What follows belongs to an exercise in optimizing a design on an open flow for small area; a production flow would make more cautious choices.
The RTL was checked by simulation tests, not by an equivalence proof against the original design.
No activity file was given, so power comes from the tool's default toggle rates.

oak:
==> flow/design.v <==
package nsa_pkg;
    localparam int REC_W = 19;
    localparam logic [1:0] REQ_PLAY = 2'd0;
    localparam logic [1:0] REQ_STOP = 2'd1;
    localparam logic [1:0] REQ_CC   = 2'd2;
    localparam logic [1:0] REQ_ALL  = 2'd3;
    localparam logic [1:0] OC_SENT       = 2'd0;
    localparam logic [1:0] OC_PORT_OFF   = 2'd1;
    localparam logic [1:0] OC_FULL       = 2'd2;
    localparam logic [1:0] OC_NOT_ACTIVE = 2'd3;
endpackage
module nsa_ram (
    input  logic                      clk,
    input  logic [16*nsa_pkg::REC_W-1:0] head_in,
    output logic [16*nsa_pkg::REC_W-1:0] head_out
);
    localparam int W = nsa_pkg::REC_W;
    logic [W-1:0] ring [16][4];
    for (genvar r = 0; r < 16; r++)
    begin : g_ring
        always_ff @(posedge clk)
        begin
            ring[r][0] <= head_in[r*W +: W];
            ring[r][1] <= ring[r][0];
            ring[r][2] <= ring[r][1];
            ring[r][3] <= ring[r][2];
        end
        assign head_out[r*W +: W] = ring[r][3];
    end
endmodule
module nsa_ctrl #(
    parameter int H = 0
) (
    input  logic [1:0]                 phase,
    input  logic                       init,
    input  logic [nsa_pkg::REC_W-1:0]  rec_in,
    output logic [nsa_pkg::REC_W-1:0]  rec_out,
    input  logic                       dec_on,
    input  logic [5:0]                 dec_thr,
    output logic                       oldest_hit,
    output logic                       act,
    output logic [5:0]                 num,
    output logic [11:0]                info,
    input  logic                       wr_take,
    input  logic [5:0]                 take_num,
    input  logic [11:0]                take_info,
    input  logic                       wr_free,
    input  logic [5:0]                 free_num,
    input  logic [1:0]                 init_lo,
    input  logic                       init_carry
);
    logic [5:0] num_q;
    logic       dec;
    assign num_q = rec_in[18:13];
    assign act   = rec_in[12];
    assign info  = rec_in[11:0];
    assign dec = dec_on && act && (num_q > dec_thr);
    assign num = dec ? num_q - 1'b1 : num_q;
    assign oldest_hit = act && (num == 6'd0);
    always_comb
    begin
        rec_out = {num, act, info};
        if (init)
            rec_out = {init_carry ? 4'(H + 1) : 4'(H), init_lo, 1'b0, info};
        else if (wr_take)
            rec_out = {take_num, 1'b1, take_info};
        else if (wr_free)
            rec_out = {free_num, 1'b0, info};
    end
endmodule
module midi_note_slot_allocator (
    input  logic        clk,
    input  logic        rst_n,
    input  logic        s_tvalid,
    output logic        s_tready,
    input  logic [63:0] s_tdata,
    input  logic [1:0]  s_tuser,
    output logic        m_tvalid,
    input  logic        m_tready,
    output logic [63:0] m_tdata,
    output logic [0:0]  m_tuser,
    output logic        m_tlast,
    input  logic        cfg_we,
    input  logic [1:0]  cfg_wdata
);
    localparam int W = nsa_pkg::REC_W;
    logic       in_port;
    logic [3:0] in_chan;
    logic [6:0] in_key, in_ctl, in_val;
    logic [5:0] in_slot;
    assign in_port = s_tdata[0];
    assign in_chan = s_tdata[4:1];
    assign in_key  = s_tdata[11:5];
    assign in_ctl  = s_tdata[18:12];
    assign in_val  = s_tdata[25:19];
    assign in_slot = s_tdata[31:26];
    logic       init_q;      
    logic [1:0] phase;
    logic [6:0] nfree;       
    logic [5:0] front;       
    logic [2:0] dec_cnt;     
    logic [5:0] dec_thr_q;
    logic       sa_q;        
    logic [1:0] port_en;
    logic       ov;          
    logic        o_sv, o_cc, o_on;
    logic [3:0]  o_chan;
    logic [6:0]  o_d1, o_d2;
    logic        o_port;
    logic [31:0] o_time;
    logic [5:0]  o_handle;
    logic [1:0]  o_oc;
    logic        o_last;
    logic [16*W-1:0] head_in, head_out;
    logic [15:0]     oldest_hit, h_act;
    logic [5:0]      h_num  [16];
    logic [11:0]     h_info [16];
    logic [15:0]     wr_take, wr_free;
    logic [6:0] nused;
    logic       dec_on;
    logic [5:0] dec_thr;
    logic out_free, idle, req, is_play, is_stop, is_cc, is_all;
    logic pen, full, empty;
    logic s_here, s_act;
    logic [5:0] s_num;
    logic f_here, oldest_found;
    logic [5:0] f_link;
    logic [3:0] oldest_h, rd_h;
    logic [5:0] rel_num;
    logic rel_lower, rel_ok, sa_go, take, rel;
    logic accept, emit;
    assign nused    = 7'd64 - nfree;
    assign out_free = !ov || m_tready;
    assign idle     = !init_q && !sa_q;
    assign req      = idle && s_tvalid;
    assign is_play  = s_tuser == nsa_pkg::REQ_PLAY;
    assign is_stop  = s_tuser == nsa_pkg::REQ_STOP;
    assign is_cc    = s_tuser == nsa_pkg::REQ_CC;
    assign is_all   = s_tuser == nsa_pkg::REQ_ALL;
    assign pen      = port_en[in_port];
    assign full     = nfree == 7'd0;
    assign empty    = nfree[6];
    nsa_ram u_store (
        .clk      (clk),
        .head_in  (head_in),
        .head_out (head_out)
    );
    for (genvar h = 0; h < 16; h++)
    begin : g_head
        nsa_ctrl #(.H(h)) u_head (
            .phase      (phase),
            .init       (init_q),
            .rec_in     (head_out[h*W +: W]),
            .rec_out    (head_in[h*W +: W]),
            .dec_on     (dec_on),
            .dec_thr    (dec_thr),
            .oldest_hit (oldest_hit[h]),
            .act        (h_act[h]),
            .num        (h_num[h]),
            .info       (h_info[h]),
            .wr_take    (wr_take[h]),
            .take_num   (nused[5:0]),
            .take_info  ({in_chan, in_key, in_port}),
            .wr_free    (wr_free[h]),
            .free_num   (front),
            .init_lo    (phase + 1'b1),
            .init_carry (phase == 2'd3)
        );
    end
    always_comb
    begin
        oldest_h = '0;
        for (int h = 0; h < 16; h++)
            oldest_h = oldest_h | (oldest_hit[h] ? 4'(h) : 4'd0);
    end
    assign oldest_found = |oldest_hit;
    assign s_here = phase == in_slot[1:0];
    assign s_act  = h_act[in_slot[5:2]];
    assign s_num  = h_num[in_slot[5:2]];
    assign f_here = phase == front[1:0];
    assign f_link = h_num[front[5:2]];
    assign rd_h      = (sa_q || is_all) ? oldest_h : in_slot[5:2];
    assign rel_num   = (sa_q || is_all) ? 6'd0 : s_num;
    assign rel_lower = {1'b0, rel_num} != nused - 1'b1;
    assign rel_ok    = !rel_lower || dec_cnt == 3'd0;
    assign sa_go = (sa_q || (req && is_all && !empty)) && oldest_found
                   && rel_ok && out_free;
    always_comb
    begin
        accept = 1'b0;
        if (req && out_free)
        begin
            case (s_tuser)
                nsa_pkg::REQ_PLAY: accept = !pen || full || f_here;
                nsa_pkg::REQ_STOP: accept = s_here && (!s_act || rel_ok);
                nsa_pkg::REQ_CC:   accept = 1'b1;
                default:           accept = empty || sa_go;
            endcase
        end
    end
    assign s_tready = accept;
    assign emit     = accept || sa_go;
    assign take     = accept && is_play && pen && !full;
    assign rel      = sa_go || (accept && is_stop && s_act);
    assign dec_on  = dec_cnt != 3'd0;
    assign dec_thr = dec_thr_q;
    for (genvar h = 0; h < 16; h++)
    begin : g_wr
        assign wr_take[h] = take && (front[5:2] == 4'(h));
        assign wr_free[h] = rel && (rd_h == 4'(h));
    end
    always_ff @(posedge clk or negedge rst_n)
    begin
        if (!rst_n)
        begin
            init_q  <= 1'b1;
            phase   <= '0;
            nfree   <= 7'd64;
            front   <= '0;
            dec_cnt <= '0;
            sa_q    <= 1'b0;
            port_en <= '0;
            ov      <= 1'b0;
        end
        else
        begin
            phase <= phase + 1'b1;
            if (phase == 2'd3)
                init_q <= 1'b0;
            if (cfg_we)
                port_en <= cfg_wdata;
            if (take)
            begin
                nfree <= nfree - 1'b1;
                front <= f_link;
            end
            else if (rel)
            begin
                nfree <= nfree + 1'b1;
                front <= {rd_h, phase};
            end
            if (rel && rel_lower)
                dec_cnt <= 3'd4;
            else if (dec_cnt != 3'd0)
                dec_cnt <= dec_cnt - 1'b1;
            if (sa_go)
                sa_q <= nfree != 7'd63;
            if (emit)
                ov <= 1'b1;
            else if (m_tready)
                ov <= 1'b0;
        end
    end
    always_ff @(posedge clk)
    begin
        if (rel && rel_lower)
            dec_thr_q <= rel_num;
        if (accept)
            o_time <= s_tdata[63:32];
        if (emit)
        begin
            o_sv     <= 1'b0;
            o_cc     <= 1'b0;
            o_on     <= 1'b0;
            o_chan   <= '0;
            o_d1     <= '0;
            o_d2     <= '0;
            o_port   <= 1'b0;
            o_handle <= '0;
            o_oc     <= nsa_pkg::OC_SENT;
            o_last   <= 1'b1;
            if (rel)
            begin
                o_sv     <= 1'b1;
                o_chan   <= h_info[rd_h][11:8];
                o_d1     <= h_info[rd_h][7:1];
                o_port   <= h_info[rd_h][0];
                o_handle <= {rd_h, phase};
                o_last   <= !(sa_q || is_all) || (nfree == 7'd63);
            end
            else if (is_stop)
            begin
                o_handle <= in_slot;
                o_oc     <= nsa_pkg::OC_NOT_ACTIVE;
            end
            else if (is_all)
            begin
            end
            else if (!pen)
            begin
                o_oc <= nsa_pkg::OC_PORT_OFF;
            end
            else if (is_cc)
            begin
                o_sv   <= 1'b1;
                o_cc   <= 1'b1;
                o_on   <= 1'b1;
                o_chan <= in_chan;
                o_d1   <= in_ctl;
                o_d2   <= in_val;
                o_port <= in_port;
            end
            else if (full)
            begin
                o_oc <= nsa_pkg::OC_FULL;
            end
            else
            begin
                o_sv     <= 1'b1;
                o_on     <= 1'b1;
                o_chan   <= in_chan;
                o_d1     <= in_key;
                o_d2     <= in_val;
                o_port   <= in_port;
                o_handle <= front;
            end
        end
    end
    assign m_tvalid = ov;
    assign m_tdata  = {1'b0, o_oc, o_handle, o_time, o_port, o_d2, o_d1,
                       o_sv, 1'b0, o_cc, o_on, o_chan};
    assign m_tuser  = o_sv;
    assign m_tlast  = o_last;
endmodule
Settings: LEC_CHECK=0, CAP_MARGIN=20, CORE_MARGIN=2, CORE_UTILIZATION=40, SLEW_MARGIN=20; clock period 10.0 ns.
run.sh (not shown) runs the stock make flow with config.mk's settings and CLKGATE_MAP_FILE= SYNTH_SCRIPT=/design/flow/synth_recipe.tcl, a recipe that flattens the netlist after the stock synthesis.
Having completed the whole flow, oak delivered a layout that passed the timing, design-rule and antenna checks.
Setup changes, oak to pine
Settings: an added CTS_BUF_LIST of sky130_fd_sc_hd__clkbuf_2 sky130_fd_sc_hd__clkbuf_4; a change of CORE_UTILIZATION from 40 to 60.
==> comparison <==
Looking at placed wire-length estimate after detailed placement across both flows, pine is the weaker of the two, with oak ahead. Compared with oak, CTS buffer count in pine increased by more than 100%. pine: non-clock buffer count is 19 lower than what oak reported. Detailed-route vias per instance: pine vs oak up 20%. pine: wire length of the first global-routing pass higher than oak. pine ends up with lower layout overhead on the synthesized area than oak does. Number of cells on the worst hold path: pine vs oak identical. Clock share of power in pine vs oak: down 2.2 points.

## separate check: timing with driven ports
The flow's constraints put no driver on any port. The routed layouts listed below were extracted and timed again, unchanged, in two steps.
Step 1, drivers: a clkbuf_16 drives clk and a buf_2 each remaining input, both assumed.
Step 2 times the ports against the registers' clock, not the clock port: input delays grow and output delays shrink by t, the midpoint of the rising clock arrivals with the driver on.
Three values: ideal ports, drivers, drivers and shift; two values: the first two.
| run | t, ns | slack for setup (ns) | clock arrival spread, ns | slew at the worst register clock pin (ns) |
|---|---|---|---|---|
| oak | 0.784 | 1.243 / 1.170 / 1.355 | 0.053 / 0.052 | 0.08 / 0.08 |
| pine | 1.204 | 0.347 / 0.273 / 1.062 | 0.183 / 0.182 | 0.10 / 0.10 |
After both steps every run listed still meets setup and hold.
